This is an optimization exercise on Yosys and OpenROAD, whose aim is small area, a short achievable clock period and few clock cycles per item, not a production implementation. In this exercise RTL edits were held to simulation tests only and were not proved equivalent to the original. Power and IR drop assume default switching activity.

## flow/design.v (module list and top-level ports; edited modules follow where they fit)
// module circular_alpha_mask_premultiply_unit: 1917 lines
module circular_alpha_mask_premultiply_unit (
  input  logic        clk,
  input  logic        rst_n,
  input  logic        cfg_we,
  input  logic [11:0] cfg_wdata,
  input  logic        in_valid,
  output logic        in_stall,
  input  logic [11:0] in_pos_x,
  input  logic [11:0] in_pos_y,
  input  logic [7:0]  in_blue_in,
  input  logic [7:0]  in_green_in,
  input  logic [7:0]  in_red_in,
  input  logic [7:0]  in_alpha_in,
  output logic        out_valid,
  input  logic        out_stall,
  output logic [7:0]  out_blue_out,
  output logic [7:0]  out_green_out,
  output logic [7:0]  out_red_out,
  output logic [7:0]  out_alpha_out,
  output logic [1:0]  out_region
);
  // ...
==> flow/run.sh <==
#!/bin/bash
# synth_recipe.tcl (not shown) runs the flow's synth.tcl, then flattens the netlist and writes it again
# the make line also repeats each setting of config.mk as NAME=value (left out here)
make -C /OpenROAD-flow-scripts/flow DESIGN_CONFIG=/design/flow/config.mk WORK_HOME=/design/flow/orfs CLKGATE_MAP_FILE= SYNTH_SCRIPT=/design/flow/synth_recipe.tcl finish
==> flow/config.mk <==
export PLATFORM = sky130hd
export DESIGN_NAME = circular_alpha_mask_premultiply_unit
export DESIGN_NICKNAME = circular_alpha_mask_premultiply_unit
export VERILOG_FILES = /design/flow/design.v
export SDC_FILE = /design/flow/constraint.sdc
export NUM_CORES = 4
export LEC_CHECK = 0
export CAP_MARGIN = 20
export CORE_MARGIN = 2
export CORE_UTILIZATION = 40
export SETUP_SLACK_MARGIN = 3.5
export SLEW_MARGIN = 20
==> flow/constraint.sdc <==
create_clock -name core_clock -period 7.5 [get_ports {clk}]
set_input_delay 1.5000 -clock core_clock [delete_from_list [all_inputs] [get_ports {clk}]]
set_output_delay 1.5000 -clock core_clock [all_outputs]
set_load 0.01 [all_outputs]
==> notes.md, run 1 <==
Synth
The fraction of the mapped netlist area in compound gates is 9.62%. In the synthesized netlist the dominant register cell turns out to be sky130_fd_sc_hd__edfxtp_1. The xor-xnor portion of the synthesized cell area is 4.39%. Summing the sequential cell areas from Yosys gives 40.9% of the chip area.

Finish
The final antenna diode count is 1. Compared with the post-synthesis result, the final layout area differs by 14.8%. In the final layout, the multi-input gates occupy 0.0308 mm².

Excluding fillers, the count of instances in the completed layout stands at 7424. By area, multi-input gates come first. Of the total standard cell area in the layout, the sequential portion is 35.7%.

The data-path buffer share of cell area in the final layout is 4.03%. For this run, the share of the core covered by cells in the final layout is 46.1%. Multi-input logic gates represent a cell area share of 46.7%. In the final layout, the share of cells above drive strength 1 is 9.44%. The sequential cell count is 814.

Power and ir drop
VDD sags by at most 0.000631 V. Per report_power, the sequential group accounts for 24.0% of the total. The static leakage is 29.8 nW.

Critical path
Measured in cells, the most critical reg-to-reg path has a length of 11. The maximum cell stage delay along the critical path is 0.52 ns. Walking the worst path, the cells encountered are buf_4, inv_2, nor2_4, fa_2, inv_1, fa_1, fa_2, fa_1, inv_1, fa_1, fa_2. The family with the most delay on the worst path is adder cells.

STA
Between clock sinks in the finished design, the worst skew comes to 0.0671 ns. Setup repair after global routing could not meet its margin everywhere. The headroom to the max-slew limit is 30.9%. For the pin with the worst max-slew slack, the measured transition is 1.04 ns. The worst hold margin is 0.368 ns.

Clock network
The clock drives 814 sinks. Counting along the longest clock path gives a buffer depth of 3. Clock latency on the worst-skew pair, taken at its later pin, is 0.73 ns.

GRT
In the global route stage, met3 resource usage came out at 2.02%. For met1 alone, demand over resource in global routing was 19.8%. Global routing consumed, on the met2 layer, 31.4% of the routing resources.

Run status
The flow ran to the end and the layout has no timing, DRC or antenna violations.

Min path
The worst hold path cell count is 0.

Detailed routing
Summed over all nets, wire length on met2 after detailed routing comes to 64300 µm. After detailed routing, the wire length on met1 is 51400 µm.

Die
The I/O pin count is 109.

Placed design
Before CTS, the worst setup slack after placement is 2.29 ns.
Testbench counts, summed over its fixed seeds: cycles 12,392, items 12,288.
==> inputs of run 2 (changes only) <==
--- a/flow/config.mk
+++ b/flow/config.mk
@@ -8,5 +8,5 @@
 export CAP_MARGIN = 20
 export CORE_MARGIN = 2
 export CORE_UTILIZATION = 40
-export SETUP_SLACK_MARGIN = 3.5
+export SETUP_SLACK_MARGIN = 4.0
 export SLEW_MARGIN = 20
==> run 2 against run 1 <==
  * Maximum frequency is 1.6% lower
  * Sequential power is 1% higher
  * Synthesized cell count stayed put
  * Critical endpoint unchanged
==> notes.md, run 2 <==
Synth
The fraction of the mapped netlist area in compound gates was 9.62% (unchanged). Cell types with the largest area share after synthesis: sky130_fd_sc_hd__edfxtp_1 38%, sky130_fd_sc_hd__fa_1 15%, sky130_fd_sc_hd__ha_1 11% (unchanged). Synth top cells by count: 890 x sky130_fd_sc_hd__inv_1, 721 x sky130_fd_sc_hd__edfxtp_1, 507 x sky130_fd_sc_hd__ha_1, 440 x sky130_fd_sc_hd__fa_1, 292 x sky130_fd_sc_hd__and2_1 (unchanged). The commonest register cell after synthesis is sky130_fd_sc_hd__edfxtp_1 (unchanged). The mean instance size in the synthesized netlist is 11.1 µm² (unchanged). The post-synthesis simple-gate area fraction is 10.3% (unchanged). The area of the mapped netlist is 0.0575 mm² (unchanged).

The fraction of synthesis flops using an asynchronous set or reset pin came to 0% (unchanged). The count of mapped cells out of synthesis was 5167 (unchanged). The xor-xnor portion of the synthesized cell area is 4.39% (unchanged). The number of enable flip-flop cells after synthesis came to 721 (unchanged). The main combinational cell family by area after synthesis is adder cells (unchanged). The distinct cell type count after synthesis was 95 (unchanged). The warning count from the yosys run is 3 (unchanged).

The sequential fraction of the synthesis area is 40.9% (unchanged). The synthesized flop and latch total is 814 (unchanged). The post-synthesis mux area share is 1.67% (unchanged). The post-synthesis adder-cell area fraction is 26.5% (unchanged). The most instantiated library cell after synthesis is sky130_fd_sc_hd__inv_1 (unchanged). The cell accounting for the most synthesized area is sky130_fd_sc_hd__edfxtp_1 (unchanged).

The top-area cell type share of the netlist area came to 37.7% (unchanged).

Finish
The layout overhead on the synthesized area is 22.5% (was 14.8%). The fill cell instance count of the final layout is 12600 (was 13100). Top library cells by usage in the layout, fill and taps aside: 816 x sky130_fd_sc_hd__inv_1, 721 x sky130_fd_sc_hd__edfxtp_1, 447 x sky130_fd_sc_hd__ha_1 (was 868 x sky130_fd_sc_hd__inv_1, 721 x sky130_fd_sc_hd__edfxtp_1, 496 x sky130_fd_sc_hd__ha_1). The utilization after layout is 49.2% (was 46.1%).

The final standard cell area without fillers was 0.0704 mm² (was 0.0660 mm²). The most frequent standard cell in the layout excluding fill and tap cells is sky130_fd_sc_hd__inv_1 (unchanged). The share of final-layout standard cells stronger than drive strength 1 is 19.9% (was 9.44%). The post-layout net count is 6665 (was 6460). The final antenna diode count came to 0 (was 1). The sequential cell area came to 0.0235 mm² (about the same).

The multi-input gate area in the final layout came to 0.0330 mm² (was 0.0308 mm²).

Critical path
The setup slack on the worst flop-to-flop path is 3.40 ns (was 3.47 ns). The data required time of the critical path is 7.96 ns (was 7.97 ns). The worst path buffer plus inverter count came to 2 (was 4). The family with the most delay on the worst path was adder cells (unchanged). The worst reg2reg path endpoint is ra2[12]$_DFFE_PN_ (unchanged).

By instance count, the cell type seen most on the critical path is sky130_fd_sc_hd__fa_2. The launching instance or port of the critical path is zx1[11]$_DFFE_PN_ (was zx1[2]$_DFFE_PN_). The startpoint class of the critical path is a register (unchanged). The critical path arrival came to 4.56 ns (was 4.50 ns).

The top fanout value on the critical path is 2 (was 4). The critical path's slowest cell was sky130_fd_sc_hd__fa_2 (unchanged). The worst reg-to-reg path cell count is 9 (was 11).

The maximum cell stage delay along the critical path is 0.56 ns (was 0.52 ns). The worst setup path category is register to register (unchanged). Critical path cell sequence: and2_4, fa_2, inv_1, fa_1, fa_2, fa_2, inv_2, fa_2, fa_2 (was buf_4, inv_2, nor2_4, fa_2, inv_1, fa_1, fa_2, fa_1, inv_1, fa_1, fa_2). The kind of end point of the critical path is a register (unchanged). The destination of the critical timing path was ra2[12]$_DFFE_PN_ (unchanged). The launch instance of the worst register-to-register path is zx1[11]$_DFFE_PN_ (was zx1[2]$_DFFE_PN_). The instance count on the critical path is 9 (was 11).

STA
The total setup violations reported at the end of the flow is 0 (unchanged). The transition time at the pin with the least slew margin came to 1.13 ns (was 1.04 ns). The top achievable clock speed is 244 MHz (was 248 MHz). The count of pins over their slew limit is 0 (unchanged). The clock tree skew after final layout came to 0.0670 ns (was 0.0671 ns). RSZ-0062 raised after global routing: true (unchanged). The headroom to the max-slew limit is 24.9% (was 30.9%).

The post-route minimum period is 4.10 ns (was 4.03 ns). The final count of hold timing violations is 0 (unchanged). The final sum of negative setup slack is 0 ns (unchanged). The ratio of final minimum period to clock period came to 54.7% (was 53.8%).

GRT
The global-route usage over all layers came to 18.6% (was 16.8%). The maximum number of pins on one net before global-route repair came to 187 (was 148). The global-route wire length before repair is 216000 µm (was 198000 µm).

The number of antenna violations at the first check in global routing is 1 (unchanged). The via count of the first global-routing pass is 39400 (was 38300). The total congestion overflow is 0 (unchanged).

Detailed routing
The routed length per instance is 18.1 µm (was 16.6 µm). The overall via count from detail_route came to 38400 (was 36700). The detailed-router iteration count before antenna repair is 8 (was 5).

The via count normalized by instance count is 5.04 (was 4.94). The number of nets still failing antenna checks after routing is 0 (unchanged). The total DRC errors in the routed layout is 0 (unchanged). The starting DRC count in detailed routing came to 2007 (was 1720). The post-detailed-routing wire length came to 138000 µm (was 124000 µm).

Die
The width of the chip is 383 µm (unchanged). The row count came to 139 (unchanged). The I/O pin count came to 109 (unchanged). The overall die height was 383 µm (unchanged). The core box area is 0.143 mm² (unchanged). The full die area is 0.147 mm² (unchanged). The effective utilization at floorplan is 40.1% (unchanged).

Placed design
The quantity of I/O buffers inserted on ports is 108 (unchanged). The standard cell area after detailed placement was 0.0611 mm² (was 0.0608 mm²). The total half-perimeter wirelength after legalization and detailed placement is 92300 µm (was 89100 µm). The weighted congestion reported at the end of routability-driven placement was 0.891 (was 0.842).

Clock network
The number of buffers added to fix hold violations after cts is 0 (unchanged). The clock-pin slew reported for the worst setup and hold paths after clock tree synthesis is 0.06 ns (about the same). The total CTS buffers was 92 (was 93).

The buffer levels on the longest clock path was 3 (unchanged). The CTS tree was built (unchanged). The TritonCTS sink count is 814 (unchanged). The clock latency of the later-clocked register in the worst-skew pair is 0.73 ns (about the same). The H-tree depth came to 3 (unchanged). The clock root buffer was sky130_fd_sc_hd__clkbuf_16 (unchanged).

Min path
The class of the most critical hold timing path is register to register (unchanged). The worst hold path cell count is 0 (unchanged). The launch instance of the worst min-delay path is pixb[8]$_DFFE_PN_ (was km5[1]$_DFFE_PN_).

Run status
Run status: no timing/DRC/antenna violations (unchanged).

Power and ir drop
The static leakage is 31.4 nW (was 29.8 nW). The maximum vdd ir drop came to 0.000422 V (was 0.000631 V). The sum of internal, switching and leakage power is 35.6 mW (was 31.1 mW).

The power per cell area is 506 mW/mm² (was 471 mW/mm²).

Run
The number of max-cap violations is 0 (unchanged).
[run 2: cell counts after synthesis]
No cell type changed its count.
[run 2: area by class of cell]
type / instances / area share (%)
Clock buffer: 113 / 3.51
Clock inverter: 59 / 0.866
Inverter: 892 / 4.93
Multi-Input combinational cell: 3350 / 46.9
Sequential cell: 814 / 33.4
Tap cell: 1903 / 3.38
Timing Repair Buffer: 492 / 6.86
Timing Repair inverter: 3 / 0.0693
[run 2: kinds of logic after synthesis]
family	count (synthesis)
AND/OR/NAND/NOR	1167
buffers and inverters	1006
other	1
XOR/XNOR	283
multiplexers	93
adder cells (fa/ha/maj)	951
flip-flops	814
AO/OA/AOI/OAI	852
[run 2: worst min path at each step]
stage	end
after detailed placement	km4[1]$_DFFE_PN_
after global placement	pix8[11]$_DFFE_PN_
after CTS	pix4[14]$_DFFE_PN_
final	pix4[8]$_DFFE_PN_
after global routing	pix3[14]$_DFFE_PN_
after floorplan	c4_r[3]$_DFF_P_
[run 2: metal layers]
layer	vias up	track usage, %	part of all wire, %
met5	-	0	0
met4	0	6.53	3.4
met3	256	2.72	4.5
met2	845	32.2	49
met1	19000	23.8	43
li1	18300	-	-
[run 2: metrics by stage]
step | hold slack (ns) | std cells | setup slack (ns)
after floorplan | 0.396 | 5168 | 3.44
after global placement | 0.401 | 7093 | 2.59
after detailed placement | 0.405 | 7093 | 2.56
after CTS | 0.388 | 7524 | 3.40
after global routing | 0.401 | 7626 | 3.33
final | 0.385 | 7626 | 3.40
[run 2: power by group]
part | internal (mW) | total (mW) | switching (mW)
Clock | 2.59 | 4.56 | 1.97
Sequential | 6.60 | 7.58 | 0.982
Combinational | 11.3 | 23.5 | 12.2
[run 2: what timing repair did]
action,CTS,global route
setup buffers,237,100
gates cloned,22,2
setup endpoints to repair,375,314
pin swaps,219,190
hold endpoints to repair,0,0
gates resized for setup,447,325

[afterwards: timing with drivers on the ports]
In the flow no input, the clock included, has a driving cell. The finished layouts below were timed again as built, in two steps. Step 1 assumes that a clkbuf_16 drives the clock port and a buf_2 every other input. Step 2, shift: input delay + t, output delay - t, t = (earliest + latest rising clock arrival at the registers) / 2. This alone moves slack from input paths to output paths. a / b / c = ideal ports / drivers / drivers and shift; a / b = the first two.
| run | t, ns | slack for setup (ns) | worst setup path at the end | slew at the worst register clock pin (ns) | worst data-port slew with drivers (ns) |
|---|---|---|---|---|---|
| run 1 | 0.760 | 3.466 / 3.466 / 2.894 | input to register | 0.07 / 0.07 | 0.07 |
| run 2 | 0.758 | 3.400 / 3.400 / 3.335 | input to register | 0.07 / 0.07 | 0.07 |
After both steps every run listed still meets setup and hold. For run 1, which loses most, drivers alone change the setup slack by 0.000 ns; drivers and shift together by -0.572 ns.
